Background: an optimization exercise with open tools, aiming at small area, a short achievable clock period and few clock cycles per item. Do not read the settings as production practice. No functional check of the RTL was part of any run shown here.

$ cat flow/design.v
module permutation_multi_round (
  input  logic         clock,
  input  logic         reset_n,
  input  logic         i_sys_enable,
  input  logic         i_start,
  input  logic [3:0]   i_num_rounds,
  input  logic [319:0] i_state,
  output logic         o_busy,
  output logic         o_done,
  output logic         o_error,
  output logic [319:0] o_state
);
  function automatic logic [63:0] ror64(input logic [63:0] x, input integer n);
    logic [127:0] w_dbl;
    w_dbl = {x, x} >> n;
    ror64 = w_dbl[63:0];
  endfunction
  function automatic logic [319:0] round_tail(input logic [319:0] z);
    logic [63:0] z0, z1, z2, z3, z4;
    z0 = z[319:256];
    z1 = z[255:192];
    z2 = z[191:128];
    z3 = z[127:64];
    z4 = z[63:0];
    z0 = z0 ^ ror64(z0, 19) ^ ror64(z0, 28);
    z1 = z1 ^ ror64(z1, 61) ^ ror64(z1, 39);
    z2 = z2 ^ ror64(z2, 1)  ^ ror64(z2, 6);
    z3 = z3 ^ ror64(z3, 10) ^ ror64(z3, 17);
    z4 = z4 ^ ror64(z4, 7)  ^ ror64(z4, 41);
    round_tail = {z0, z1, z2, z3, z4};
  endfunction
  function automatic logic [319:0] round_head(input logic [319:0] s, input logic [7:0] rc);
    logic [63:0] a0, a1, a2, a3, a4;
    logic [63:0] y0, y1, y2, y3, y4;
    a0 = s[319:256] ^ s[63:0];
    a1 = s[255:192];
    a2 = s[191:128] ^ s[255:192] ^ {56'd0, rc};
    a3 = s[127:64];
    a4 = s[63:0] ^ s[127:64];
    y0 = a0 ^ (~a1 & a2);
    y1 = a1 ^ (~a2 & a3);
    y2 = a2 ^ (~a3 & a4);
    y3 = a3 ^ (~a4 & a0);
    y4 = a4 ^ (~a0 & a1);
    round_head = {y0 ^ y4, y1 ^ y0, ~y2, y3 ^ y2, y4};
  endfunction
  function automatic logic [7:0] rconst(input logic [3:0] i);
    rconst = {4'hF - i, i};
  endfunction
  logic         r_run;
  logic [3:0]   r_idx;      
  logic [319:0] r_state;
  logic         r_done;
  logic         r_error;
  logic [319:0] w_tail;
  logic [319:0] w_src;
  logic [7:0]   w_rc;
  logic [319:0] w_head;
  logic         w_legal;
  logic         w_load;
  logic         w_last;
  logic [3:0]   w_idx_nxt;
  assign w_legal = (i_num_rounds != 4'd0) &&
                   !(i_num_rounds[3] && i_num_rounds[2] && (i_num_rounds[1] || i_num_rounds[0]));
  assign w_load  = !r_run && i_start && w_legal;
  assign w_tail = round_tail(r_state);
  always_comb begin
    if (r_run) begin
      w_rc      = rconst(r_idx);
      w_last    = (r_idx == 4'd11);
      w_idx_nxt = r_idx + 4'd1;
    end else begin
      w_rc      = {4'd3 + i_num_rounds, 4'd12 - i_num_rounds};
      w_last    = (i_num_rounds == 4'd1);
      w_idx_nxt = 4'd13 - i_num_rounds;
    end
  end
  assign w_src   = r_run ? w_tail : i_state;
  assign w_head  = round_head(w_src, w_rc);
  assign o_state = w_tail;
  always_ff @(posedge clock or negedge reset_n) begin
    if (!reset_n) begin
      r_run   <= 1'b0;
      r_idx   <= 4'd0;
      r_state <= 320'd0;
      r_done  <= 1'b0;
      r_error <= 1'b0;
    end else if (!i_sys_enable) begin
      r_run   <= 1'b0;
      r_idx   <= 4'd0;
      r_state <= 320'd0;
      r_done  <= 1'b0;
      r_error <= 1'b0;
    end else begin
      if (r_run || w_load) begin
        r_state <= w_head;
        r_idx   <= w_idx_nxt;
        r_run   <= !w_last;
        r_done  <= w_last;
      end else begin
        r_done  <= 1'b0;
      end
      r_error <= !r_run && i_start && !w_legal;
    end
  end
  assign o_busy  = r_run;
  assign o_done  = r_done;
  assign o_error = r_error;
endmodule
$ cat flow/flow/run.sh
#!/bin/bash
# Standard layout, with the port buffers made from plain buffers.
bash standard.sh BUFFER_PORTS_ARGS="-buffer_cell sky130_fd_sc_hd__buf_1" finish > standard.log 2>&1
$ cat flow/standard.sh
#!/bin/bash
# synth_recipe.tcl (not shown) runs the flow's synth.tcl, then flattens the netlist and writes it again
# the make line also repeats each setting of config.mk as NAME=value (left out here)
make -C /OpenROAD-flow-scripts/flow DESIGN_CONFIG=/design/flow/config.mk WORK_HOME=/design/flow/orfs CLKGATE_MAP_FILE= SYNTH_SCRIPT=/design/flow/synth_recipe.tcl "${@:-finish}"
$ cat flow/config.mk
export PLATFORM = sky130hd
export DESIGN_NAME = permutation_multi_round
export DESIGN_NICKNAME = permutation_multi_round
export VERILOG_FILES = /design/flow/design.v
export SDC_FILE = /design/flow/constraint.sdc
export NUM_CORES = 4
export LEC_CHECK = 0
export CAP_MARGIN = 20
export CORE_MARGIN = 2
export CORE_UTILIZATION = 40
export SETUP_SLACK_MARGIN = 2.0
export SLEW_MARGIN = 20
$ cat flow/constraint.sdc
create_clock -name core_clock -period 5.0 [get_ports {clock}]
set_input_delay 1.0000 -clock core_clock [delete_from_list [all_inputs] [get_ports {clock}]]
set_output_delay 1.0000 -clock core_clock [all_outputs]
set_load 0.01 [all_outputs]
==> flow_summary_export.csv, run 1 <==
group,metric,value,unit
finish,fillers,7118,
yosys,synth_enable_flop_cells,0,
yosys,postSynthNetCount,3545,
global_routing,wire_length_of_the_first_global_routing_pass,192,mm
cts,worst_skew_pair.late_latency,0.59,ns
sta,slew-limit-headroom,24.4,%
cts,cts.sink_count,327,
sta,maxClockFrequency,0.320,GHz
die,i_o_pin_cnt,651,
route,wl_per_cell,30.8,um
cts,h-tree-depth,2,
finish,final_layout_size_suffix_gt1_share,10.4,%
place,gp_routability_congestion,1.06,
cts,hold_buffers,0,
yosys,synth_top_area_share,27.8,%
yosys,synth_cell_type_count,45,
worst_setup_path,end_kind,"output port",
place,placement.cell_area,32900,um2
sta,timing_max_transition_violations_final,0,
yosys,postSynthAreaPerCell,9.54,um2
sta,setup-tns-final,0,ns
route,wirelength,145,mm
sta,rsz0062_at_grt,"true",
worst_hold_path,min-delay-path-class,"primary input to asynchronous set/reset pin",
global_routing,grt_pass1_vias,24400,
worst_setup_path,crit_path_max_fanout,4,
die,design.die.area,75900,um2
die,die_x,275,um
finish,fin_nets,4159,
place,dp_cells,4602,
die,fp.coreArea,73000,um2
cts,cts-buffers-inserted,41,
cts,ctsLongestPathBuffers,3,
route,route.vias.total,26300,
die,floorplan.die.height,275,um
route,drt-vias-per-instance,5.59,
yosys,postSynthRegisterBits,327,
sta,max_slew.worst_pin.slew,1.13,ns
route,drtAntennaViolNets,0,
route,drt_first_iter_violations,2913,
yosys,async_flop_share,100,%
finish,areaGrowthSynthToFinish,20.9,%
die,initial_utilization,40.4,%
worst_setup_path,cp-start-kind,"flop",
route,drt_first_pass_iters,5,
sta,clk_skew,0.0228,ns
worst_setup_path,setup.worst_path.class,"flop to output port",
finish,mostFrequentLayoutCells,"xnor2_1 (802), buf_1 (646), nand2_1 (415)",
yosys,post_synth_inst_count,3091,
sta,timing.final.crit_period,3.12,ns
cts,tritoncts,"done",
yosys,yosysTopAreaCell,"xnor2_1",
sta,post-route-period-util,62.5,%
place,dp_hpwl,122,mm
global_routing,grt_antenna_before_repair,2,
yosys,synth.cell_area,29500,um2
die,placementRows,99,
sta,timing.final.setup_violations,0,
sta,hold_violations,0,
yosys,commonest_register_cell_after_synthesis,"dfrtp_1",
yosys,synth_area_leaders,"xnor2_1 (28%), dfrtp_1 (28%), mux2i_1 (8.6%)",
route,remaining_drc_errors,0,
global_routing,grt_start_max_net_pins,156,
place,buffer_ports.inserted,650,
global_routing,gr-total-overflow,0,
cts,clock_tree.root_cell,"clkbuf_16",
worst_setup_path,required,4.00,ns
global_routing,grtUsageTotal,36.9,%
flow_run,drv_cap,0,
yosys,synth_sequential_area_ratio,27.8,%
cts,clkSlewWorstSetupHoldPaths,0.06,ns
finish,final-instance-count-excl-fill,4699,
finish,finish.instance_area,35600,um2
yosys,yosysWarnings,1,
worst_setup_path,worstPathArrival,2.12,ns
finish,mostFrequentLayoutCell,"xnor2_1",
status,status,"finished clean",
flip-flops by register name (all words and copies together), names as in the netlist:
register / cells
r_error: 1
r_done: 1
r_state: 320
r_idx: 4
r_run: 1
layer usage:
| metal | GRT usage [%] | wire length [um] |
|---|---|---|
| met5 | 0 | 0 |
| met4 | 19.5 | 8850 |
| met3 | 6.99 | 15000 |
| met2 | 56.5 | 62900 |
| met1 | 49.5 | 58100 |
per-stage QoR:
step | utilization [%] | setup slack [ns] | hold WS, ns
CTS | 48.4 | 1.77 | 0.509
global placement | 45.0 | 1.60 | 0.566
floorplan | - | 2.45 | 0.527
detailed placement | 45.0 | 1.61 | 0.577
finish | 48.8 | 1.88 | 0.489
global route | 48.8 | 1.91 | 0.547
layout make-up:
class / count / area, um2 / area share (%)
Antenna cell: 2 / 5.00 / 0.0140
Clock buffer: 63 / 1250 / 3.51
Clock inverter: 13 / 274 / 0.769
Inverter: 4 / 15.0 / 0.0421
Multi-Input combinational cell: 2644 / 21800 / 61.1
Sequential cell: 327 / 8200 / 23.0
Tap cell: 959 / 1200 / 3.37
Timing Repair Buffer: 687 / 2920 / 8.20
synth_stat cells (2+ instances only):
library cell / n
buf_6: 3
inv_1: 3
ha_1: 126
nand2_1: 415
buf_2: 65
o21ai_0: 337
nand2b_1: 28
or2b_1: 2
a21oi_1: 6
nor2_1: 81
o22ai_1: 3
clkbuf_1: 39
mux2_2: 119
dfrtp_1: 327
clkbuf_2: 3
or3_1: 3
xor2_1: 191
xnor3_1: 6
or2_4: 2
nand3_1: 6
maj3_1: 28
a22o_1: 21
mux2i_1: 253
xor3_1: 18
xnor2_1: 935
o21ai_1: 8
nand3b_1: 37
and2_1: 3
xor2_2: 2
buf_4: 6
critical path: stages, from the launching register on:
cell,delay (ns)
dfrtp_1,0.66
xnor2_1,0.19
xnor2_2,0.48
buf_1,0.21
what timing repair did:
item,in CTS,in global routing
setup buffers,12,7
setup endpoints to repair,122,49
gates resized for setup,111,44
hold endpoints to repair,0,0
pin swaps,8,7
logic make-up after synthesis:
kind of cell / Yosys count / share of synthesized area (%)
AO/OA/AOI/OAI: 378 / 6.72
XOR/XNOR: 1154 / 35.6
adder cells (fa/ha/maj): 154 / 6.30
buffers and inverters: 120 / 1.97
flip-flops: 327 / 27.8
multiplexers: 375 / 13.3
AND/OR/NAND/NOR: 583 / 8.34
worst paths after layout:
check	startpoint	to	slack, ns	cells past startpoint
worst min-delay path	reset_n	r_idx[0]$_DFFE_PN0P_	0.49	1
worst max register to register	r_run$_DFFE_PN0P_	r_state[289]$_DFFE_PN0P_	1.99	6
max in group asynchronous	reset_n	r_state[236]$_DFFE_PN0P_	3.48	2
worst max-delay path	r_state[241]$_DFFE_PN0P_	o_state[244]	1.88	3
worst min register to register	r_state[289]$_DFFE_PN0P_	r_state[289]$_DFFE_PN0P_	0.59	2
min in group core_clock	r_state[289]$_DFFE_PN0P_	r_state[289]$_DFFE_PN0P_	0.59	2
==> run 2, diff against run 1 <==
--- a/flow/config.mk
+++ b/flow/config.mk
@@ -8,5 +8,5 @@
 export CAP_MARGIN = 20
 export CORE_MARGIN = 2
 export CORE_UTILIZATION = 40
-export SETUP_SLACK_MARGIN = 2.0
+export SETUP_SLACK_MARGIN = 2.1
 export SLEW_MARGIN = 20
==> run 2 against run 1 <==
Sequential share of layout area down 0.52 points. Utilization up 1.7 points. Hold slack better by 0.0034 ns. Maximum frequency up 5.2%. Die area unchanged. First-iteration DRC count about the same. Via count up 1.1%. Largest cell class unchanged.
==> flow_summary_export.csv, run 2 <==
group,metric,value,unit
cts,cts-buffers-inserted,41,
cts,h-tree-depth,2,
global_routing,gr-total-overflow,0,
sta,slew-limit-headroom,26.6,%
sta,timing.final.setup_violations,0,
cts,clock_tree.root_cell,"clkbuf_16",
cts,tritoncts,"done",
finish,largest_reg_flops,320,
die,die_x,275,um
worst_setup_path,cp-start-kind,"flop",
yosys,async_flop_share,100,%
worst_setup_path,r2r_slack,2.08,ns
yosys,postSynthNetCount,3545,
sta,max_slew.worst_pin.slew,1.10,ns
yosys,synth_enable_flop_cells,0,
yosys,commonest_register_cell_after_synthesis,"dfrtp_1",
yosys,postSynthAreaPerCell,9.54,um2
cts,cts.sink_count,327,
worst_setup_path,worst_r2r_endpoint,"r_state[289]$_DFFE_PN0P_",
worst_setup_path,critPathMaxStageDelay,0.60,ns
yosys,synth_cell_type_count,45,
sta,hold_violations,0,
finish,finalCoreUtilization,50.5,%
worst_setup_path,crit_family,"flip-flops",
yosys,synth.cell_area,29500,um2
global_routing,grtUsageTotal,37.2,%
yosys,main_combinational_cell_family_by_area_after_synthesis,"XOR/XNOR gates",
worst_hold_path,min-delay-path-class,"primary input to asynchronous set/reset pin",
yosys,synthXorXnorAreaFrac,35.6,%
finish,final_layout_size_suffix_gt1_share,16.0,%
route,wirelength,146,mm
worst_setup_path,regToRegStartpoint,"r_run$_DFFE_PN0P_",
yosys,synth_top_area_share,27.8,%
worst_setup_path,crit_path_cell_trace,"xnor2_1, xnor2_1, buf_1",
flow_run,drv_cap,0,
sta,setup-tns-final,0,ns
yosys,synthSimpleGateAreaFrac,8.34,%
sta,timing.final.crit_period,2.97,ns
place,placement.cell_area,32900,um2
worst_setup_path,timing.critical_path.slowest_stage_cell,"dfrtp_1",
yosys,yosysWarnings,1,
finish,fin_nets,4190,
worst_setup_path,worstPathArrival,1.97,ns
sta,post-route-period-util,59.4,%
finish,fillers,6951,
yosys,synth-adder-area-share,6.30,%
die,design.die.area,75900,um2
die,floorplan.die.height,275,um
yosys,post_synth_inst_count,3091,
global_routing,grt_pass1_vias,24700,
worst_setup_path,worst_path_most_repeated_cell,"xnor2_1",
yosys,synth.most_common_cell,"xnor2_1",
worst_setup_path,setup.worst_path.class,"flop to output port",
route,wl_per_cell,30.8,um
finish,mostFrequentLayoutCell,"xnor2_1",
finish,areaGrowthSynthToFinish,25.0,%
sta,rsz0062_at_grt,"true",
finish,reg.largest.list,"r_state x320, r_idx x4",
worst_setup_path,required,4.00,ns
cts,ctsLongestPathBuffers,3,
place,dp_hpwl,122,mm
route,drt-vias-per-instance,5.61,
route,drt_first_iter_violations,2914,
route,remaining_drc_errors,0,
place,buffer_ports.inserted,650,
yosys,synthesized_area_fraction_occupied_by_ao_oa_aoi_and_oai_cells,6.72,%
global_routing,grt_start_max_net_pins,156,
status,status,"finished clean",
yosys,postSynthRegisterBits,327,
sta,clk_skew,0.0195,ns
cts,hold_buffers,0,
sta,timing_max_transition_violations_final,0,
die,fp.coreArea,73000,um2
finish,mostFrequentLayoutCells,"xnor2_1 (706), buf_1 (629), nand2_1 (415)",
worst_setup_path,timing.critical_path.buf_inv,1,
route,drtAntennaViolNets,0,
route,route.vias.total,26600,
route,drt_first_pass_iters,5,
yosys,netlist_top_cells_count,"xnor2_1 (935), nand2_1 (415), o21ai_0 (337)",
global_routing,grt_antenna_before_repair,6,
cts,clkSlewWorstSetupHoldPaths,0.06,ns
finish,finish.instance_area,36800,um2
yosys,synthMuxAreaShare,13.3,%
yosys,synth_area_leaders,"xnor2_1 (28%), dfrtp_1 (28%), mux2i_1 (8.6%)",
die,initial_utilization,40.4,%
worst_setup_path,end_kind,"output port",
yosys,yosysTopAreaCell,"xnor2_1",
place,gp_routability_congestion,1.06,
global_routing,wire_length_of_the_first_global_routing_pass,193,mm
sta,maxClockFrequency,0.337,GHz
finish,top_reg_by_flops,"r_state",
die,i_o_pin_cnt,651,
die,placementRows,99,
worst_setup_path,reg2reg_depth,6,
cts,worst_skew_pair.late_latency,0.58,ns
worst_setup_path,crit_path_max_fanout,4,
yosys,synth_sequential_area_ratio,27.8,%
## run 2: logic make-up after synthesis
kind of cell	Yosys count
buffers and inverters	120
adders and majority gates	154
DFF	327
AOI/OAI and AO/OA	378
and+or+nand+nor	583
muxes	375
xor gates and xnor gates	1154
## run 2: worst max path at each step
stage | startpoint | to | cells past startpoint
after floorplan | i_num_rounds[1] | r_state[198]$_DFFE_PN0P_ | 9
after global placement | i_num_rounds[0] | r_state[164]$_DFFE_PN0P_ | 9
after detailed placement | i_num_rounds[0] | r_state[287]$_DFFE_PN0P_ | 9
after CTS | r_state[31]$_DFFE_PN0P_ | o_state[24] | 3
after global routing | i_num_rounds[0] | r_state[163]$_DFFE_PN0P_ | 9
final | r_state[65]$_DFFE_PN0P_ | o_state[119] | 3
## run 2: per-layer routing
layer / vias up / global-route usage, % / part of all wire, % / routed length, um
met5: - / 0 / 0.018 / 26
li1: 11600 / - / - / -
met1: 13100 / 49.0 / 40 / 58300
met2: 1600 / 56.9 / 44 / 63700
met4: 4 / 20.0 / 6.0 / 8780
met3: 285 / 8.05 / 10 / 14900
## run 2: timing repair
| item | 4_1_cts | 5_1_grt |
|---|---|---|
| buffers inserted | 35 | 15 |
| endpoints found under the setup margin | 231 | 268 |
| gates resized for setup | 260 | 100 |
| pin swaps | 30 | 21 |
## run 2: final cells by class
cell class	count	area [um2]	share of cell area, %
Clock inverter	13	274	0.744
Inverter	4	15.0	0.0408
Timing Repair Buffer	718	3210	8.71
Antenna cell	4	10.0	0.0272
Sequential cell	327	8290	22.5
Multi-Input combinational cell	2644	22600	61.3
Clock buffer	63	1250	3.40
Tap cell	959	1200	3.26
## run 2: per-stage QoR
stage	setup slack, ns	hold WS, ns	cells
2_1_floorplan	2.45	0.527	3091
3_3_place_gp	1.60	0.566	4602
3_5_place_dp	1.61	0.577	4602
4_1_cts	1.90	0.509	4713
5_1_grt	2.00	0.546	4729
6_report	2.03	0.492	4732
==> run 3, diff against run 2 <==
--- a/flow/design.v
+++ b/flow/design.v
@@ -52,32 +52,11 @@
   logic [319:0] r_state;
   logic         r_done;
   logic         r_error;
-  logic [319:0] w_tail;
-  logic [319:0] w_src;
-  logic [7:0]   w_rc;
-  logic [319:0] w_head;
   logic         w_legal;
-  logic         w_load;
-  logic         w_last;
-  logic [3:0]   w_idx_nxt;
+  logic [319:0] w_round;
   assign w_legal = (i_num_rounds != 4'd0) &&
                    !(i_num_rounds[3] && i_num_rounds[2] && (i_num_rounds[1] || i_num_rounds[0]));
-  assign w_load  = !r_run && i_start && w_legal;
-  assign w_tail = round_tail(r_state);
-  always_comb begin
-    if (r_run) begin
-      w_rc      = rconst(r_idx);
-      w_last    = (r_idx == 4'd11);
-      w_idx_nxt = r_idx + 4'd1;
-    end else begin
-      w_rc      = {4'd3 + i_num_rounds, 4'd12 - i_num_rounds};
-      w_last    = (i_num_rounds == 4'd1);
-      w_idx_nxt = 4'd13 - i_num_rounds;
-    end
-  end
-  assign w_src   = r_run ? w_tail : i_state;
-  assign w_head  = round_head(w_src, w_rc);
-  assign o_state = w_tail;
+  assign w_round = round_tail(round_head(r_state, rconst(r_idx)));
   always_ff @(posedge clock or negedge reset_n) begin
     if (!reset_n) begin
       r_run   <= 1'b0;
@@ -92,17 +71,27 @@
       r_done  <= 1'b0;
       r_error <= 1'b0;
     end else begin
-      if (r_run || w_load) begin
-        r_state <= w_head;
-        r_idx   <= w_idx_nxt;
-        r_run   <= !w_last;
-        r_done  <= w_last;
-      end else begin
-        r_done  <= 1'b0;
+      r_done  <= 1'b0;
+      r_error <= 1'b0;
+      if (r_run) begin
+        r_state <= w_round;
+        r_idx   <= r_idx + 4'd1;
+        if (r_idx == 4'd11) begin
+          r_run  <= 1'b0;
+          r_done <= 1'b1;
+        end
+      end else if (i_start) begin
+        if (w_legal) begin
+          r_state <= i_state;
+          r_idx   <= 4'd12 - i_num_rounds;
+          r_run   <= 1'b1;
+        end else begin
+          r_error <= 1'b1;
+        end
       end
-      r_error <= !r_run && i_start && !w_legal;
     end
   end
+  assign o_state = r_state;
   assign o_busy  = r_run;
   assign o_done  = r_done;
   assign o_error = r_error;
--- a/flow/config.mk
+++ b/flow/config.mk
@@ -8,5 +8,5 @@
 export CAP_MARGIN = 20
 export CORE_MARGIN = 2
 export CORE_UTILIZATION = 40
-export SETUP_SLACK_MARGIN = 2.1
+export SETUP_SLACK_MARGIN = 2.4
 export SLEW_MARGIN = 20
==> run 3 against run 2 <==
Critical endpoint is now r_state[79]$_DFFE_PN0P_. Hold slack lost 0.021 ns. Critical path depth grew 4. Non-clock buffer count grew 8. Synthesized area grew 2.5%. Sequential cell count is the same. Wire length grew 12%. Worst setup slack gained 0.25 ns. Die area grew 2.5%. Final cell count grew 5.2%. Synthesized cell count grew 9.1%.
==> flow_summary_export.csv, run 3 <==
group,metric,value,unit
yosys,synth_cell_type_count,48,
route,drtAntennaViolNets,0,
flow_run,drv_cap,0,
sta,max_slew.worst_pin.slew,1.24,ns
sta,maxClockFrequency,0.367,GHz
sta,timing_max_transition_violations_final,0,
route,drt_first_pass_iters,5,
yosys,postSynthAreaPerCell,8.96,um2
yosys,synth_area_leaders,"dfrtp_1 (27%), xnor2_1 (19%), xor2_1 (9.7%)",
die,placementRows,100,
sta,hold_violations,0,
die,i_o_pin_cnt,651,
global_routing,grt_antenna_before_repair,2,
cts,cts-buffers-inserted,43,
cts,clock_tree.root_cell,"clkbuf_16",
worst_hold_path,min-delay-path-class,"primary input to asynchronous set/reset pin",
yosys,synth_sequential_area_ratio,27.1,%
sta,timing.final.setup_violations,0,
worst_setup_path,worst_path_most_repeated_cell,"xnor2_1",
worst_setup_path,end_kind,"flop",
finish,largest_reg_flops,320,
yosys,postSynthNetCount,3821,
route,wl_per_cell,32.8,um
route,wirelength,163,mm
finish,final-instance-count-excl-fill,4977,
sta,slew-limit-headroom,16.6,%
die,floorplan.die.height,279,um
yosys,synth.cell_area,30200,um2
worst_setup_path,regToRegStartpoint,"r_state[224]$_DFFE_PN0P_",
yosys,postSynthRegisterBits,327,
yosys,synth.most_common_cell,"xnor2_1",
place,gp_routability_congestion,1.06,
route,met3_wirelength,19.8,mm
worst_setup_path,worstPathArrival,3.15,ns
global_routing,grt_start_max_net_pins,203,
finish,areaGrowthSynthToFinish,23.6,%
yosys,async_flop_share,100,%
sta,post-route-period-util,54.5,%
cts,cts.sink_count,327,
global_routing,gr-total-overflow,0,
yosys,post_synth_inst_count,3371,
worst_setup_path,crit_path_cell_trace,"inv_1, ha_1, xnor2_2, xnor2_1, xnor2_1, xnor2_1, a21oi_1",
worst_setup_path,setup.worst_path.class,"flop to flop",
yosys,synth_enable_flop_cells,0,
die,die_x,279,um
finish,final_layout_size_suffix_gt1_share,11.6,%
yosys,synth_top_area_share,27.1,%
sta,timing.final.crit_period,2.72,ns
worst_setup_path,cp-start-kind,"flop",
die,design.die.area,77800,um2
sta,whs,0.471,ns
die,fp.coreArea,74600,um2
die,initial_utilization,40.5,%
place,dp_cells,4874,
worst_setup_path,r2r_slack,2.28,ns
cts,tritoncts,"done",
cts,ctsLongestPathBuffers,3,
route,routed-wl-met2,69.1,mm
finish,finish.instance_area,37300,um2
cts,worst_skew_pair.late_latency,0.61,ns
route,drt_first_iter_violations,3782,
route,route.vias.total,29600,
worst_setup_path,required,5.43,ns
route,drt-vias-per-instance,5.94,
sta,setup-tns-final,0,ns
global_routing,wire_length_of_the_first_global_routing_pass,217,mm
yosys,commonest_register_cell_after_synthesis,"dfrtp_1",
sta,rsz0062_at_grt,"true",
global_routing,grtUsageTotal,40.0,%
yosys,yosysWarnings,1,
global_routing,grt_pass1_vias,27300,
cts,h-tree-depth,2,
sta,clk_skew,0.0264,ns
place,dp_hpwl,126,mm
finish,mostFrequentLayoutCell,"buf_1",
finish,fillers,7223,
cts,clkSlewWorstSetupHoldPaths,0.06,ns
finish,reg.largest.list,"r_state x320, r_idx x4",
worst_setup_path,critPathMaxStageDelay,0.81,ns
place,placement.cell_area,33700,um2
yosys,yosysTopAreaCell,"dfrtp_1",
finish,fin_nets,4429,
yosys,netlist_top_cells_count,"xnor2_1 (666), nand2_1 (421), xor2_1 (334)",
worst_setup_path,crit_path_max_fanout,5,
finish,mostFrequentLayoutCells,"buf_1 (646), xnor2_1 (494), nand2_1 (420)",
finish,top_reg_by_flops,"r_state",
place,buffer_ports.inserted,650,
worst_setup_path,timing.critical_path.slowest_stage_cell,"xnor2_1",
status,status,"finished clean",
route,met1_length,60.6,mm
route,remaining_drc_errors,0,
route,highest_layer,"met5",
worst_setup_path,crit_path_start,"r_state[224]$_DFFE_PN0P_",
[run 3: cell count changes after synthesis, moves of 90 or more]
cell      before  now
nor2_1        81  265
xor2_1       191  334
a21oi_1        6   96
o21ai_0      337  189
xnor2_1      935  666
mux2i_1      253   19
a311oi_1       0  124
inv_1          3  190
[run 3: final timing paths]
kind / to / depth (start not counted)
hold reg to reg: r_state[293]$_DFFE_PN0P_ / 2
min in group core_clock: r_state[293]$_DFFE_PN0P_ / 2
setup / recovery: r_state[79]$_DFFE_PN0P_ / 7
max in group asynchronous: r_state[232]$_DFFE_PN0P_ / 2
setup reg to reg: r_state[79]$_DFFE_PN0P_ / 7
hold / removal: r_state[137]$_DFFE_PN0P_ / 1
[run 3: layer usage]
| metal | up-vias | track usage [%] |
|---|---|---|
| li1 | 12500 | - |
| met1 | 14500 | 50.9 |
| met2 | 2013 | 60.0 |
| met3 | 547 | 10.5 |
| met4 | 2 | 26.1 |
| met5 | - | 0 |
[run 3: final cells by class]
type	count	area, um2	area share (%)
antenna	1	2.50	0.00670
clock buffer	60	1240	3.33
clock inverter	13	151	0.406
inverter	191	752	2.01
multi-input combinational	2690	22300	59.7
sequential	327	8190	21.9
tap	969	1210	3.25
timing repair buffer	726	3500	9.38
[run 3: through the flow]
stage | utilization (%) | worst slack (ns)
floorplan | - | 2.35
global placement | 45.3 | 1.37
detailed placement | 45.3 | 1.34
CTS | 48.8 | 2.20
global route | 50.1 | 2.35
finish | 50.1 | 2.28
[run 3: cell families after synthesis]
group	Yosys count	share of synthesized area, %
xor gates and xnor gates	1086	35.1
muxes	100	3.65
AOI/OAI and AO/OA	572	12.5
DFF	327	27.1
and+or+nand+nor	751	9.90
adders and majority gates	181	7.01
buffers and inverters	354	4.76
[run 3: timing repair]
item,4_1_cts,5_1_grt
endpoints found under the setup margin,298,291
gates cloned,8,6
hold buffers,0,0
resized for setup,129,115
buffers inserted,7,8
pin swaps,4,7
[run 3: worst max-delay path, delay by kind of cell, from the launching register on]
kind                     cells  cell delay (ns)
XOR/XNOR                     4             1.53
buffers and inverters        1             0.11
flip-flops                   1             0.47
AO/OA/AOI/OAI                1             0.10
adder cells (fa/ha/maj)      1             0.33
==> run 4, diff against run 3 <==
--- a/flow/config.mk
+++ b/flow/config.mk
@@ -8,5 +8,5 @@
 export CAP_MARGIN = 20
 export CORE_MARGIN = 2
 export CORE_UTILIZATION = 40
-export SETUP_SLACK_MARGIN = 2.4
+export SETUP_SLACK_MARGIN = 2.2
 export SLEW_MARGIN = 20
==> run 4 against run 3 <==
Worst setup slack got worse by 0.21 ns. Final cell count grew 0.20%. Synthesized area unchanged. First-iteration DRC count fell by 5.9%. Sequential cell count is the same. Critical endpoint is now r_state[258]$_DFFE_PN0P_. Largest cell class unchanged. Highest routed layer unchanged.
==> flow_summary_export.csv, run 4 <==
group,metric,value,unit
finish,top_reg_by_flops,"r_state",
yosys,post_synth_inst_count,3371,
place,dp_hpwl,127,mm
sta,timing_max_transition_violations_final,0,
global_routing,wire_length_of_the_first_global_routing_pass,213,mm
finish,areaGrowthSynthToFinish,19.4,%
yosys,postSynthRegisterBits,327,
cts,h-tree-depth,2,
finish,fin_nets,4433,
status,status,"finished clean",
cts,clkSlewWorstSetupHoldPaths,0.06,ns
sta,slew-limit-headroom,14.0,%
worst_setup_path,crit_path_max_fanout,5,
die,i_o_pin_cnt,651,
route,wl_per_cell,31.8,um
sta,setup-tns-final,0,ns
worst_setup_path,worstPathArrival,3.39,ns
sta,hold_violations,0,
die,initial_utilization,40.5,%
cts,tritoncts,"done",
route,drtAntennaViolNets,0,
sta,timing.final.setup_violations,0,
finish,fillers,7359,
worst_hold_path,min-delay-path-class,"primary input to asynchronous set/reset pin",
yosys,postSynthAreaPerCell,8.96,um2
sta,clk_skew,0.0264,ns
finish,finalCoreUtilization,48.4,%
route,drt-vias-per-instance,5.83,
worst_setup_path,cp-start-kind,"flop",
finish,mostFrequentLayoutCell,"buf_1",
finish,reg.largest.list,"r_state x320, r_idx x4",
cts,worst_skew_pair.late_latency,0.62,ns
place,buffer_ports.inserted,650,
yosys,netlist_top_cells_count,"xnor2_1 (666), nand2_1 (421), xor2_1 (334)",
global_routing,grt_antenna_before_repair,8,
die,die_x,279,um
yosys,commonest_register_cell_after_synthesis,"dfrtp_1",
worst_setup_path,setup.worst_path.class,"flop to flop",
yosys,yosysTopAreaCell,"dfrtp_1",
die,design.die.area,77800,um2
cts,ctsLongestPathBuffers,3,
yosys,postSynthNetCount,3821,
place,gp_routability_congestion,1.07,
finish,final_layout_size_suffix_gt1_share,8.55,%
global_routing,grt_pass1_vias,26900,
die,floorplan.die.height,279,um
flow_run,drv_cap,0,
yosys,synth.most_common_cell,"xnor2_1",
global_routing,grtUsageTotal,39.2,%
finish,largest_reg_flops,320,
worst_setup_path,end_kind,"flop",
cts,hold_buffers,0,
yosys,synth.cell_area,30200,um2
sta,timing.final.crit_period,2.93,ns
finish,mostFrequentLayoutCells,"buf_1 (648), xnor2_1 (601), nand2_1 (420)",
yosys,synth_enable_flop_cells,0,
die,fp.coreArea,74600,um2
route,drt_first_iter_violations,3559,
place,placement.cell_area,33800,um2
sta,max_slew.worst_pin.slew,1.28,ns
global_routing,grt_start_max_net_pins,101,
finish,finish.instance_area,36100,um2
yosys,async_flop_share,100,%
sta,rsz0062_at_grt,"true",
sta,post-route-period-util,58.6,%
route,drt_first_pass_iters,5,
sta,maxClockFrequency,0.341,GHz
route,remaining_drc_errors,0,
worst_setup_path,required,5.46,ns
yosys,synth_area_leaders,"dfrtp_1 (27%), xnor2_1 (19%), xor2_1 (9.7%)",
cts,clock_tree.root_cell,"clkbuf_16",
yosys,synth_sequential_area_ratio,27.1,%
route,route.vias.total,29100,
yosys,yosysWarnings,1,
global_routing,gr-total-overflow,0,
die,placementRows,100,
yosys,synth_top_area_share,27.1,%
cts,cts.sink_count,327,
yosys,synth_cell_type_count,48,
route,wirelength,158,mm
cts,cts-buffers-inserted,43,
==> run 4: metrics by stage <==
step | hold slack [ns] | instances | worst slack [ns]
2_1_floorplan | 0.577 | 3371 | 2.16
3_3_place_gp | 0.566 | 4895 | 1.29
3_5_place_dp | 0.570 | 4895 | 1.23
4_1_cts | 0.505 | 4976 | 2.20
5_1_grt | 0.518 | 4985 | 2.14
6_report | 0.481 | 4987 | 2.07
==> run 4: repair_timing <==
action | in CTS | in global routing
endpoints found under the setup margin | 231 | 111
gates cloned | 2 | 3
resized for setup | 35 | 47
buffers inserted | 3 | 3
pin swaps | 1 | 0
==> run 4: final cells by class <==
cell class / count / area, um2 / area share (%)
flip-flops and latches: 327 / 8190 / 22.7
multi-input cells: 2692 / 21200 / 58.6
diodes: 4 / 10.0 / 0.0277
clock buffers: 58 / 1240 / 3.45
inverters: 191 / 729 / 2.02
repair buffers: 728 / 3260 / 9.04
well taps: 969 / 1210 / 3.36
clock inverters: 18 / 278 / 0.770
==> run 4: metal layers <==
layer	track usage [%]	up-vias	share of wire, %
li1	-	12500	-
met1	51.1	14300	39
met2	60.3	1854	44
met3	8.23	397	10
met4	22.0	2	6.9
met5	0	-	0.0069
==> run 4: kinds of logic (layout without fill, tap and decap cells) <==
logic type / after synthesis / in the layout / share of synthesized area (%)
AOI/OAI and AO/OA: 572 / 572 / 12.5
xor gates and xnor gates: 1086 / 1086 / 35.1
adders and majority gates: 181 / 181 / 7.01
buffers and inverters: 354 / 995 / 4.76
DFF: 327 / 327 / 27.1
muxes: 100 / 100 / 3.65
other: 0 / 4 / 0
and+or+nand+nor: 751 / 753 / 9.90
==> run 4: final timing paths <==
kind,start,to,slack [ns],cells past startpoint
worst max-delay path,r_state[21]$_DFFE_PN0P_,r_state[258]$_DFFE_PN0P_,2.07,6
worst min-delay path,reset_n,r_state[139]$_DFFE_PN0P_,0.48,1
max in group asynchronous,reset_n,r_state[239]$_DFFE_PN0P_,3.49,2
min in group core_clock,r_state[260]$_DFFE_PN0P_,r_state[260]$_DFFE_PN0P_,0.59,2
worst max register to register,r_state[21]$_DFFE_PN0P_,r_state[258]$_DFFE_PN0P_,2.07,6
worst min register to register,r_state[260]$_DFFE_PN0P_,r_state[260]$_DFFE_PN0P_,0.59,2
==> run 4: critical path, cell delays in order (launching register included) <==
cell and delay [ns]:
dfrtp_1 0.50, ha_1 0.40, xor2_1 0.18, xnor2_1 0.64, xnor2_1 0.38, xnor2_1 0.53
a211oi_1 0.15
==> run 5, diff against run 4 <==
--- a/flow/design.v
+++ b/flow/design.v
@@ -10,6 +10,7 @@
   output logic         o_error,
   output logic [319:0] o_state
 );
+  localparam int CUT = 1;
   function automatic logic [63:0] ror64(input logic [63:0] x, input integer n);
     logic [127:0] w_dbl;
     w_dbl = {x, x} >> n;
@@ -48,50 +49,62 @@
     rconst = {4'hF - i, i};
   endfunction
   logic         r_run;
-  logic [3:0]   r_idx;      
+  logic         r_idle;     
+  logic [3:0]   r_idx;
   logic [319:0] r_state;
   logic         r_done;
   logic         r_error;
+  logic [319:0] w_tail;
+  logic [319:0] w_src;
+  logic [3:0]   w_src_idx;
+  logic [319:0] w_head;
   logic         w_legal;
-  logic [319:0] w_round;
+  logic         w_load;
+  logic         w_last;
   assign w_legal = (i_num_rounds != 4'd0) &&
                    !(i_num_rounds[3] && i_num_rounds[2] && (i_num_rounds[1] || i_num_rounds[0]));
-  assign w_round = round_tail(round_head(r_state, rconst(r_idx)));
+  assign w_load  = !r_run && i_start && w_legal;
+  assign w_tail    = round_tail(r_state);
+  assign w_src_idx = r_run ? r_idx + 4'd1 : 4'd12 - i_num_rounds;
+  assign w_last    = (w_src_idx == 4'd11);
+  if (CUT == 0) begin : g_cut0
+    assign w_src   = r_run ? r_state : i_state;
+    assign w_head  = round_tail(round_head(w_src, rconst(w_src_idx)));
+    assign o_state = r_state;
+  end else begin : g_cut1
+    assign w_src   = {r_run  ? w_tail[319:128] : i_state[319:128],
+                      r_idle ? i_state[127:0]  : w_tail[127:0]};
+    assign w_head  = round_head(w_src, rconst(w_src_idx));
+    assign o_state = w_tail;
+  end
   always_ff @(posedge clock or negedge reset_n) begin
     if (!reset_n) begin
       r_run   <= 1'b0;
+      r_idle  <= 1'b1;
       r_idx   <= 4'd0;
       r_state <= 320'd0;
       r_done  <= 1'b0;
       r_error <= 1'b0;
     end else if (!i_sys_enable) begin
       r_run   <= 1'b0;
+      r_idle  <= 1'b1;
       r_idx   <= 4'd0;
       r_state <= 320'd0;
       r_done  <= 1'b0;
       r_error <= 1'b0;
     end else begin
-      r_done  <= 1'b0;
-      r_error <= 1'b0;
-      if (r_run) begin
-        r_state <= w_round;
-        r_idx   <= r_idx + 4'd1;
-        if (r_idx == 4'd11) begin
-          r_run  <= 1'b0;
-          r_done <= 1'b1;
-        end
-      end else if (i_start) begin
-        if (w_legal) begin
-          r_state <= i_state;
-          r_idx   <= 4'd12 - i_num_rounds;
-          r_run   <= 1'b1;
-        end else begin
-          r_error <= 1'b1;
-        end
+      if (r_run || w_load) begin
+        r_state <= w_head;
+        r_idx   <= w_src_idx;
+        r_run   <= !w_last;
+        r_idle  <= w_last;
+        r_done  <= w_last;
+      end else begin
+        r_done  <= 1'b0;
       end
+      r_error <= !r_run && i_start && !w_legal;
     end
   end
-  assign o_state = r_state;
   assign o_busy  = r_run;
   assign o_done  = r_done;
   assign o_error = r_error;
--- a/flow/config.mk
+++ b/flow/config.mk
@@ -8,5 +8,6 @@
 export CAP_MARGIN = 20
 export CORE_MARGIN = 2
 export CORE_UTILIZATION = 40
-export SETUP_SLACK_MARGIN = 2.2
+export PLACE_DENSITY = 0.75
+export SETUP_SLACK_MARGIN = 2.1
 export SLEW_MARGIN = 20
==> run 5 against run 4 <==
Maximum frequency grew 0.15%. Register-to-register slack gained 0.12 ns. Critical path type is now flop to output port. Still clean. Synthesized cell count shrank 16%. Hold slack gained 0.048 ns. Die area grew 1.7%. Worst setup slack gained 0.0044 ns.
==> flow_summary_export.csv, run 5 <==
group,metric,value,unit
sta,slew-limit-headroom,44.1,%
yosys,commonest_register_cell_after_synthesis,"dfrtp_1",
cts,cts-buffers-inserted,39,
worst_setup_path,worstPathArrival,1.93,ns
yosys,synth_top_area_share,26.6,%
finish,finalCoreUtilization,48.1,%
cts,worst_skew_pair.late_latency,0.57,ns
finish,largest_reg_flops,320,
die,placementRows,101,
route,wl_per_cell,32.9,um
yosys,synth_cell_type_count,49,
yosys,synth_enable_flop_cells,0,
sta,max_slew.worst_pin.slew,0.815,ns
worst_setup_path,end_kind,"output port",
yosys,synth.cell_area,30700,um2
worst_setup_path,cp-endpoint,"o_state[83]",
yosys,synthMuxAreaShare,12.8,%
yosys,postSynthAreaPerCell,10.9,um2
yosys,synthXorXnorAreaFrac,37.7,%
yosys,postSynthRegisterBits,328,
sta,whs,0.529,ns
worst_hold_path,min-delay-path-class,"flop to flop",
route,wirelength,148,mm
finish,final_layout_size_suffix_gt1_share,14.1,%
flow_run,drv_cap,0,
place,dpl_worst_slack,1.21,ns
global_routing,wire_length_of_the_first_global_routing_pass,196,mm
yosys,synth_area_leaders,"dfrtp_1 (27%), xnor2_1 (17%), xor3_1 (16%)",
die,design.die.area,79100,um2
yosys,synthSimpleGateAreaFrac,6.71,%
yosys,postSynthNetCount,3282,
die,floorplan.die.height,281,um
yosys,netlist_top_cells_count,"xnor2_1 (596), nand2_1 (345), dfrtp_1 (327)",
sta,setup-tns-final,0,ns
worst_setup_path,cp-start-kind,"flop",
finish,mostFrequentLayoutCells,"buf_1 (641), xnor2_1 (541), nand2_1 (345)",
sta,timing_max_transition_violations_final,0,
worst_setup_path,crit_path_start,"r_state[93]$_DFFE_PN0P_",
place,buffer_ports.inserted,650,
cts,ctsLongestPathBuffers,3,
die,fp.coreArea,75900,um2
finish,areaGrowthSynthToFinish,18.8,%
place,gp_routability_congestion,1.06,
worst_setup_path,regToRegStartpoint,"r_state[45]$_DFFE_PN0P_",
cts,hold_buffers,0,
die,i_o_pin_cnt,651,
yosys,yosysWarnings,1,
finish,top_reg_by_flops,"r_state",
route,remaining_drc_errors,0,
yosys,async_flop_share,100,%
yosys,synth_sequential_area_ratio,26.7,%
worst_setup_path,r2r_slack,2.19,ns
place,dp_hpwl,122,mm
yosys,post_synth_inst_count,2832,
global_routing,grt_pass1_vias,24400,
route,drtAntennaViolNets,0,
worst_setup_path,required,4.00,ns
global_routing,grt_start_max_net_pins,120,
sta,timing.final.setup_violations,0,
die,initial_utilization,40.5,%
yosys,main_combinational_cell_family_by_area_after_synthesis,"XOR/XNOR gates",
worst_hold_path,holdPathStages,2,
route,drt_first_pass_iters,5,
sta,rsz0062_at_grt,"true",
worst_setup_path,worst_r2r_endpoint,"r_state[260]$_DFFE_PN0P_",
finish,fin_nets,3889,
global_routing,grt_antenna_before_repair,6,
sta,clk_skew,0.0213,ns
sta,timing.final.crit_period,2.93,ns
sta,final_critical_path_setup_slack,2.07,ns
yosys,synth.most_common_cell,"xnor2_1",
sta,hold_violations,0,
cts,tritoncts,"done",
die,die_x,281,um
global_routing,grtUsageTotal,36.5,%
cts,h-tree-depth,2,
status,status,"finished clean",
yosys,yosysTopAreaCell,"dfrtp_1",
worst_setup_path,crit_path_max_fanout,4,
cts,clkSlewWorstSetupHoldPaths,0.06,ns
cts,cts.sink_count,328,
route,drt_first_iter_violations,2983,
sta,maxClockFrequency,0.342,GHz
worst_setup_path,setup.worst_path.class,"flop to output port",
worst_setup_path,reg2reg_depth,7,
sta,post-route-period-util,58.5,%
global_routing,gr-total-overflow,0,
yosys,synthesized_area_fraction_occupied_by_ao_oa_aoi_and_oai_cells,6.95,%
route,drt-vias-per-instance,5.69,
cts,clock_tree.root_cell,"clkbuf_16",
finish,fillers,7144,
route,route.vias.total,25600,
finish,reg.largest.list,"r_state x320, r_idx x4",
yosys,synth-adder-area-share,7.05,%
finish,mostFrequentLayoutCell,"buf_1",
-- run 5: cell types whose count changed in the layout (fill, tap and decap cells not counted), sizes merged, moves of 69 or more --
cell / delta
xor2: -209
a21oi: -75
mux2: +69
o21ai: +101
xor3: +215
inv: -183
nand2: -77
a311oi: -124
xnor2: -84
nor2: -235
mux2i: +204
-- run 5: metrics by stage --
stage	instances	area, um2
3_3_place_gp	4400	34200
4_1_cts	4490	36300
2_1_floorplan	2832	30700
3_5_place_dp	4400	34200
6_report	4500	36500
5_1_grt	4497	36500
-- run 5: worst max-delay path, cell delays in order, from the launching register on --
cell	delay, ns
dfrtp_1	0.53
xnor2_1	0.21
xnor2_1	0.40
buf_1	0.20
-- run 5: worst min-delay path by stage --
stage	slack, ns	from	endpoint
finish	0.53	r_idx[1]$_DFFE_PN0P_	r_idx[1]$_DFFE_PN0P_
global route	0.55	r_idx[1]$_DFFE_PN0P_	r_idx[1]$_DFFE_PN0P_
global placement	0.49	r_idx[1]$_DFFE_PN0P_	r_idx[1]$_DFFE_PN0P_
floorplan	0.47	r_idx[1]$_DFFE_PN0P_	r_idx[1]$_DFFE_PN0P_
CTS	0.51	r_idx[1]$_DFFE_PN0P_	r_idx[1]$_DFFE_PN0P_
detailed placement	0.50	r_idx[1]$_DFFE_PN0P_	r_idx[1]$_DFFE_PN0P_
-- run 5: layer usage --
layer  GRT usage [%]  vias to the layer above  part of all wire [%]
met4            20.7                        6                   6.8
li1                -                    11000                     -
met5               0                        -                 0.028
met3            7.97                      316                    10
met2            56.7                     1467                    45
met1            47.0                    12800                    39
-- run 5: cell families after synthesis --
family,Yosys count
and+or+nand+nor,477
buffers and inverters,145
muxes,373
DFF,328
xor gates and xnor gates,946
AOI/OAI and AO/OA,377
adders and majority gates,186
-- run 5: final cells by class --
cell class | count | area (um2) | area share [%]
Clock buffer | 60 | 1210 | 3.31
Antenna cell | 3 | 7.51 | 0.0206
Timing Repair Buffer | 701 | 3060 | 8.38
Sequential cell | 328 | 8310 | 22.8
Multi-Input combinational cell | 2361 | 22500 | 61.6
Clock inverter | 9 | 125 | 0.343
Inverter | 8 | 37.5 | 0.103
Tap cell | 1030 | 1290 | 3.53
-- run 5: timing repair --
| item | 4_1_cts | 5_1_grt |
|---|---|---|
| gates resized for setup | 172 | 43 |
| pin swaps | 11 | 7 |
| buffers inserted | 18 | 7 |
| cloned | 3 | 0 |
| setup endpoints to repair | 461 | 108 |
==> run 6, diff against run 5 <==
--- a/flow/config.mk
+++ b/flow/config.mk
@@ -9,5 +9,5 @@
 export CORE_MARGIN = 2
 export CORE_UTILIZATION = 40
 export PLACE_DENSITY = 0.75
-export SETUP_SLACK_MARGIN = 2.1
+export SETUP_SLACK_MARGIN = 2.2
 export SLEW_MARGIN = 20
==> run 6 against run 5 <==
Still clean on timing, DRC and antenna. Global-route usage rose by 0.69 points. Final cell count rose by 1.9%. Critical path depth fell by 1. Non-clock buffer count rose by 80. Worst setup slack improved by 0.029 ns. Synthesized area did not move. Hold slack got worse by 0.036 ns. Register-to-register slack barely moved. Synthesized cell count did not move. Utilization rose by 2.3 points.
==> flow_summary_export.csv, run 6 <==
group,metric,value,unit
yosys,synth_enable_flop_cells,0,
yosys,synth.most_common_cell,"xnor2_1",
global_routing,grtUsageTotal,37.2,%
sta,post-route-period-util,58.0,%
yosys,commonest_register_cell_after_synthesis,"dfrtp_1",
worst_setup_path,worstPathArrival,1.90,ns
yosys,yosysWarnings,1,
die,fp.coreArea,75900,um2
yosys,netlist_top_cells_count,"xnor2_1 (596), nand2_1 (345), dfrtp_1 (327)",
die,i_o_pin_cnt,651,
cts,worst_skew_pair.late_latency,0.59,ns
place,gp_routability_congestion,1.05,
yosys,synth_sequential_area_ratio,26.7,%
place,buffer_ports.inserted,650,
route,wl_per_cell,33.0,um
finish,finalCoreUtilization,50.4,%
worst_setup_path,crit_path_start,"r_state[256]$_DFFE_PN0P_",
status,status,"finished clean",
yosys,yosysTopAreaCell,"dfrtp_1",
yosys,async_flop_share,100,%
worst_setup_path,regToRegStartpoint,"r_state[42]$_DFFE_PN0P_",
finish,fin_nets,3971,
finish,areaGrowthSynthToFinish,24.6,%
route,drt_first_pass_iters,8,
yosys,synth.cell_area,30700,um2
finish,final_layout_size_suffix_gt1_share,25.6,%
die,initial_utilization,40.5,%
worst_hold_path,min-delay-path-class,"primary input to asynchronous set/reset pin",
sta,hold_violations,0,
cts,hold_buffers,0,
route,route.vias.total,26600,
finish,top_reg_by_flops,"r_state",
yosys,postSynthNetCount,3282,
sta,clk_skew,0.0202,ns
worst_setup_path,end_kind,"output port",
finish,largest_reg_flops,320,
route,wirelength,151,mm
cts,tritoncts,"done",
cts,h-tree-depth,2,
sta,setup-tns-final,0,ns
worst_setup_path,crit_path_max_fanout,4,
finish,fillers,6933,
cts,cts.sink_count,328,
sta,slew-limit-headroom,43.0,%
die,die_x,281,um
route,remaining_drc_errors,0,
sta,timing_max_transition_violations_final,0,
die,floorplan.die.height,281,um
die,placementRows,101,
yosys,postSynthRegisterBits,328,
die,design.die.area,79100,um2
worst_setup_path,cp-start-kind,"flop",
sta,timing.final.crit_period,2.90,ns
sta,maxClockFrequency,0.345,GHz
finish,reg.largest.list,"r_state x320, r_idx x4",
worst_setup_path,setup.worst_path.class,"flop to output port",
sta,rsz0062_at_grt,"true",
finish,mostFrequentLayoutCells,"buf_1 (591), xnor2_1 (487), nand2_1 (345)",
place,dpl_worst_slack,1.45,ns
worst_setup_path,required,4.00,ns
global_routing,gr-total-overflow,0,
global_routing,wire_length_of_the_first_global_routing_pass,201,mm
global_routing,grt_start_max_net_pins,108,
place,dp_hpwl,122,mm
cts,clkSlewWorstSetupHoldPaths,0.06,ns
yosys,post_synth_inst_count,2832,
sta,max_slew.worst_pin.slew,0.831,ns
yosys,synth_top_area_share,26.6,%
yosys,synth_cell_type_count,49,
flow_run,drv_cap,0,
cts,ctsLongestPathBuffers,3,
cts,clock_tree.root_cell,"clkbuf_16",
global_routing,grt_pass1_vias,25200,
yosys,synth_area_leaders,"dfrtp_1 (27%), xnor2_1 (17%), xor3_1 (16%)",
finish,mostFrequentLayoutCell,"buf_1",
global_routing,grt_antenna_before_repair,6,
cts,cts-buffers-inserted,41,
route,drt-vias-per-instance,5.79,
route,drtAntennaViolNets,0,
sta,timing.final.setup_violations,0,
yosys,postSynthAreaPerCell,10.9,um2
route,drt_first_iter_violations,2897,
sta,final_critical_path_setup_slack,2.10,ns
[run 6: cell count changes in the layout (fill, tap and decap cells not counted), moves of 54 or more]
cell / previous run / this run
xnor2_1: 541 / 487
dfrtp_1: 247 / 102
xor3_2: 65 / 149
xor3_1: 149 / 65
buf_4: 34 / 101
dfrtp_2: 79 / 224
[run 6: cells by family (layout without fill, tap and decap cells)]
group,count (synthesis),after routing,synth area share [%]
xor gates and xnor gates,946,946,37.7
adders and majority gates,186,186,7.05
buffers and inverters,145,863,2.03
other,0,2,0
muxes,373,373,12.8
AOI/OAI and AO/OA,377,377,6.95
and+or+nand+nor,477,479,6.71
DFF,328,328,26.7
[run 6: layout make-up]
| type | count | area, um2 | area share [%] |
|---|---|---|---|
| diodes | 2 | 5.00 | 0.0131 |
| flip-flops and latches | 328 | 8490 | 22.2 |
| well taps | 1030 | 1290 | 3.37 |
| clock buffers | 55 | 1180 | 3.08 |
| multi-input cells | 2361 | 23000 | 60.2 |
| clock inverters | 19 | 289 | 0.755 |
| inverters | 8 | 46.3 | 0.121 |
| repair buffers | 781 | 3940 | 10.3 |
[run 6: path summary, 6_finish.rpt]
path | endpoint | slack, ns | cells past startpoint
worst min register to register | r_idx[1]$_DFFE_PN0P_ | 0.52 | 2
worst max-delay path | o_state[301] | 2.10 | 2
worst max register to register | r_state[1]$_DFFE_PN0P_ | 2.20 | 6
max in group asynchronous | r_state[96]$_DFFE_PN0P_ | 3.38 | 2
min in group core_clock | r_idx[1]$_DFFE_PN0P_ | 0.52 | 2
worst min-delay path | r_error$_DFF_PN0_ | 0.49 | 1
[run 6: layer usage]
metal / track usage, % / part of all wire [%] / vias to the layer above / wire length [um]
met4: 23.5 / 8.0 / 6 / 12100
met3: 11.3 / 12 / 431 / 18100
met5: 0 / 0.030 / - / 46
li1: - / - / 11100 / -
met2: 56.8 / 43 / 1821 / 65600
met1: 45.8 / 37 / 13200 / 55400
[run 6: stage by stage]
step,cells,hold WS (ns),area [um2]
3_3_place_gp,4395,0.499,34200
5_1_grt,4582,0.542,38300
6_report,4584,0.493,38300
4_1_cts,4541,0.504,37600
2_1_floorplan,2832,0.468,30800
3_5_place_dp,4395,0.504,34200
[run 6: what timing repair did]
action | 4_1_cts | 5_1_grt
resized for setup | 471 | 126
buffers inserted | 68 | 39
endpoints found under the setup margin | 547 | 286
pin swaps | 95 | 55
gates cloned | 4 | 2
[run 6: critical path: stages, from the launching register on]
cell	delay [ns]
dfrtp_2	0.52
xor3_2	0.63
buf_6	0.17
==> run 7, diff against run 6 <==
--- a/flow/design.v
+++ b/flow/design.v
@@ -49,7 +49,6 @@
     rconst = {4'hF - i, i};
   endfunction
   logic         r_run;
-  logic         r_idle;     
   logic [3:0]   r_idx;
   logic [319:0] r_state;
   logic         r_done;
@@ -72,22 +71,32 @@
     assign w_head  = round_tail(round_head(w_src, rconst(w_src_idx)));
     assign o_state = r_state;
   end else begin : g_cut1
-    assign w_src   = {r_run  ? w_tail[319:128] : i_state[319:128],
-                      r_idle ? i_state[127:0]  : w_tail[127:0]};
-    assign w_head  = round_head(w_src, rconst(w_src_idx));
+    assign w_src   = r_run ? w_tail : i_state;
+    logic [7:0] w_rc;
+    assign w_rc = rconst(w_src_idx);
+    for (genvar j = 0; j < 64; j++) begin : g_col
+      if (j < 8) begin : g_rc
+        ascon_sbox_rc u_sbox (
+          .i_x ({w_src[256+j], w_src[192+j], w_src[128+j], w_src[64+j], w_src[j]}),
+          .i_rc(w_rc[j]),
+          .o_z ({w_head[256+j], w_head[192+j], w_head[128+j], w_head[64+j], w_head[j]}));
+      end else begin : g_norc
+        ascon_sbox u_sbox (
+          .i_x ({w_src[256+j], w_src[192+j], w_src[128+j], w_src[64+j], w_src[j]}),
+          .o_z ({w_head[256+j], w_head[192+j], w_head[128+j], w_head[64+j], w_head[j]}));
+      end
+    end
     assign o_state = w_tail;
   end
   always_ff @(posedge clock or negedge reset_n) begin
     if (!reset_n) begin
       r_run   <= 1'b0;
-      r_idle  <= 1'b1;
       r_idx   <= 4'd0;
       r_state <= 320'd0;
       r_done  <= 1'b0;
       r_error <= 1'b0;
     end else if (!i_sys_enable) begin
       r_run   <= 1'b0;
-      r_idle  <= 1'b1;
       r_idx   <= 4'd0;
       r_state <= 320'd0;
       r_done  <= 1'b0;
@@ -97,7 +106,6 @@
         r_state <= w_head;
         r_idx   <= w_src_idx;
         r_run   <= !w_last;
-        r_idle  <= w_last;
         r_done  <= w_last;
       end else begin
         r_done  <= 1'b0;
@@ -109,3 +117,27 @@
   assign o_done  = r_done;
   assign o_error = r_error;
 endmodule
+module ascon_sbox (
+  input  logic [4:0] i_x,
+  output logic [4:0] o_z
+);
+  logic a0, a1, a2, a3, a4, y0, y1, y2, y3, y4;
+  assign a0 = i_x[4] ^ i_x[0];
+  assign a1 = i_x[3];
+  assign a2 = i_x[2] ^ i_x[3];
+  assign a3 = i_x[1];
+  assign a4 = i_x[0] ^ i_x[1];
+  assign y0 = a0 ^ (~a1 & a2);
+  assign y1 = a1 ^ (~a2 & a3);
+  assign y2 = a2 ^ (~a3 & a4);
+  assign y3 = a3 ^ (~a4 & a0);
+  assign y4 = a4 ^ (~a0 & a1);
+  assign o_z = {y0 ^ y4, y1 ^ y0, ~y2, y3 ^ y2, y4};
+endmodule
+module ascon_sbox_rc (
+  input  logic [4:0] i_x,
+  input  logic       i_rc,
+  output logic [4:0] o_z
+);
+  ascon_sbox u_sbox (.i_x(i_x ^ {2'b00, i_rc, 2'b00}), .o_z(o_z));
+endmodule
--- a/flow/config.mk
+++ b/flow/config.mk
@@ -9,5 +9,7 @@
 export CORE_MARGIN = 2
 export CORE_UTILIZATION = 40
 export PLACE_DENSITY = 0.75
-export SETUP_SLACK_MARGIN = 2.2
+export SETUP_SLACK_MARGIN = 2.1
 export SLEW_MARGIN = 20
+export SYNTH_HIERARCHICAL = 1
+export SYNTH_MINIMUM_KEEP_SIZE = 0
==> run 7 against run 6 <==
Still clean on timing, DRC and antenna. Worst setup slack lost 0.093 ns. Sequential share of layout area fell by 0.15 points. First-iteration DRC count down 0.66%. Final area down 1.5%. Die area is 0.12% lower. Sequential cell count down 1. Synthesized area down 0.12%. Global-route usage down 0.88 points. Critical path type unchanged.
==> flow_summary_export.csv, run 7 <==
group,metric,value,unit
route,remaining_drc_errors,0,
yosys,synth_enable_flop_cells,0,
place,gp_routability_congestion,1.04,
global_routing,grt_start_max_net_pins,119,
sta,clk_skew,0.0126,ns
yosys,post_synth_inst_count,2977,
yosys,synth_top_area_share,26.7,%
yosys,synth.most_common_cell,"xnor2_1",
yosys,synth_cell_type_count,30,
worst_setup_path,r2r_slack,2.13,ns
yosys,postSynthAreaPerCell,10.3,um2
die,floorplan.die.height,281,um
route,drtAntennaViolNets,0,
cts,cts.sink_count,327,
worst_setup_path,regToRegStartpoint,"r_run$_DFFE_PN0P_",
finish,finalCoreUtilization,49.6,%
global_routing,wire_length_of_the_first_global_routing_pass,197,mm
worst_setup_path,worstPathArrival,1.99,ns
finish,final-instance-count-excl-fill,4635,
cts,tritoncts,"done",
route,wirelength,147,mm
global_routing,grt_antenna_before_repair,5,
place,dpl_worst_slack,1.67,ns
sta,slew-limit-headroom,47.0,%
route,drt_first_iter_violations,2878,
global_routing,grt_pass1_vias,24800,
sta,setup-tns-final,0,ns
die,initial_utilization,40.4,%
yosys,synth.cell_area,30700,um2
yosys,commonest_register_cell_after_synthesis,"dfrtp_1",
finish,num_antenna_cells,0,
finish,fillers,7104,
finish,mostFrequentLayoutCell,"xnor2_1",
finish,top_reg_by_flops,"r_state",
yosys,yosysTopAreaCell,"dfrtp_1",
yosys,async_flop_share,100,%
flow_run,drv_cap,0,
route,route.vias.total,26100,
place,buffer_ports.inserted,650,
finish,mostFrequentLayoutCells,"xnor2_1 (642), buf_1 (631), a22o_1 (323)",
route,drt-vias-per-instance,5.62,
sta,rsz0062_at_grt,"true",
sta,max_slew.worst_pin.slew,0.790,ns
global_routing,grtUsageTotal,36.3,%
worst_setup_path,setup.worst_path.class,"flop to output port",
yosys,postSynthNetCount,3435,
cts,ctsLongestPathBuffers,3,
sta,timing_max_transition_violations_final,0,
die,i_o_pin_cnt,651,
die,placementRows,101,
yosys,yosysWarnings,7,
finish,areaGrowthSynthToFinish,22.8,%
worst_setup_path,reg2reg_depth,8,
cts,h-tree-depth,2,
finish,final_layout_size_suffix_gt1_share,26.8,%
worst_hold_path,min-delay-path-class,"primary input to asynchronous set/reset pin",
worst_setup_path,required,4.00,ns
worst_setup_path,crit_path_max_fanout,4,
worst_setup_path,cp-start-kind,"flop",
cts,cts-buffers-inserted,41,
route,drt_first_pass_iters,6,
finish,largest_reg_flops,320,
sta,hold_violations,0,
worst_setup_path,end_kind,"output port",
status,status,"finished clean",
cts,clock_tree.root_cell,"clkbuf_16",
sta,timing.final.crit_period,2.99,ns
yosys,postSynthRegisterBits,327,
cts,worst_skew_pair.late_latency,0.57,ns
sta,post-route-period-util,59.8,%
cts,clkSlewWorstSetupHoldPaths,0.06,ns
place,dp_hpwl,123,mm
place,dp_cells,4507,
sta,timing.final.setup_violations,0,
finish,fin_nets,4037,
sta,maxClockFrequency,0.334,GHz
route,wl_per_cell,31.8,um
die,fp.coreArea,75900,um2
die,design.die.area,79000,um2
global_routing,gr-total-overflow,0,
worst_setup_path,worst_r2r_endpoint,"r_state[319]$_DFFE_PN0P_",
finish,reg.largest.list,"r_state x320, r_idx x4",
yosys,netlist_top_cells_count,"xnor2_1 (898), dfrtp_1 (327), a22o_1 (323)",
die,die_x,281,um
yosys,synth_sequential_area_ratio,26.7,%
cts,hold_buffers,0,
sta,final_critical_path_setup_slack,2.01,ns
yosys,synth_area_leaders,"dfrtp_1 (27%), xnor2_1 (26%), mux2_2 (12%)",
run 7: cell types whose count changed in the layout (fill, tap and decap cells not counted), sizes merged, moves of 188 or more:
cell / change
xor3: -215
o21ai: -225
xnor2: +365
a22o: +295
mux2i: -222
inv: +188
run 7: cell families after synthesis:
| kind of cell | share of synthesized area (%) |
|---|---|
| compound gates | 10.5 |
| simple gates | 2.55 |
| flops | 26.7 |
| xor+xnor | 34.8 |
| mux | 11.8 |
| buf+inv | 6.09 |
| fa+ha+maj | 7.65 |
run 7: worst max path at each step:
stage / depth (start not counted) / end / from / slack, ns
detailed placement: 12 / r_state[66]$_DFFE_PN0P_ / i_num_rounds[0] / 1.67
floorplan: 11 / r_state[66]$_DFFE_PN0P_ / i_num_rounds[0] / 2.15
global placement: 12 / r_state[66]$_DFFE_PN0P_ / i_num_rounds[0] / 1.70
CTS: 3 / o_state[5] / r_state[12]$_DFFE_PN0P_ / 1.93
finish: 3 / o_state[5] / r_state[12]$_DFFE_PN0P_ / 2.01
global route: 3 / o_state[32] / r_state[9]$_DFFE_PN0P_ / 2.02
run 7: per-stage QoR:
step | cell area (um2) | hold slack, ns
floorplan | 30700 | 0.487
global placement | 33600 | 0.518
detailed placement | 33600 | 0.531
CTS | 37100 | 0.487
global route | 37700 | 0.506
finish | 37700 | 0.483
run 7: timing repair:
action / 4_1_cts / 5_1_grt
setup endpoints to repair: 322 / 110
buffers inserted: 41 / 18
pin swaps: 36 / 17
resized for setup: 278 / 109
run 7: per-module statistics from Yosys, one instance, submodules excluded:
module                   cell area, um2  copies in the design  flops+latches  cells inside
ascon_sbox_rc                      8.76                     8              0             1
ascon_sbox                          149                    64              0            19
permutation_multi_round           21100                     1            327          1753
run 7: per-layer routing:
metal	global-route usage, %	routed length [um]
met4	21.0	9830
met3	6.74	14100
met2	55.3	64600
met1	48.1	58800
met5	0	56
run 7: final cells by class:
class | instances | area (um2) | share of cell area (%)
Clock inverter | 8 | 140 | 0.372
Tap cell | 1030 | 1290 | 3.42
Timing Repair Buffer | 731 | 3280 | 8.69
Sequential cell | 327 | 8310 | 22.0
Multi-Input combinational cell | 2280 | 22700 | 60.3
Clock buffer | 61 | 1220 | 3.24
Inverter | 198 | 743 | 1.97
run 7: critical path, cell delays in order, from the launching register on:
cell and delay (ns):
dfrtp_1 0.53, xnor2_1 0.44, xnor2_2 0.25, buf_1 0.20

afterwards: timing with drivers on the ports:
Ports are ideal in the flow. The routed layouts listed here were re-timed in OpenROAD. Step 1 sets driving cells, clkbuf_16 on the clock port and buf_2 on the other inputs (assumed; they add their load-dependent delay and slew). Step 2 also shifts input and output timing later by t, the mid clock arrival at the registers, as if the neighbouring blocks saw the same clock. Slacks: ideal ports / drivers / drivers and shift; pairs: ideal ports / drivers.
run	t, ns	setup WS [ns]	clock arrival spread, ns
run 1	0.647	1.875 / 1.803 / 1.553	0.025 / 0.025
run 2	0.642	2.030 / 1.962 / 1.559	0.020 / 0.020
run 3	0.669	2.277 / 2.277 / 1.730	0.028 / 0.027
run 4	0.675	2.068 / 2.068 / 1.676	0.029 / 0.029
run 5	0.629	2.073 / 2.005 / 1.573	0.023 / 0.023
run 6	0.642	2.102 / 2.036 / 1.643	0.021 / 0.020
run 7	0.633	2.009 / 1.943 / 1.717	0.013 / 0.013
After both steps setup and hold are still met in every run listed. The setup slack of run 3, which loses most, moves by 0.000 ns with the drivers and by -0.547 ns with both steps.
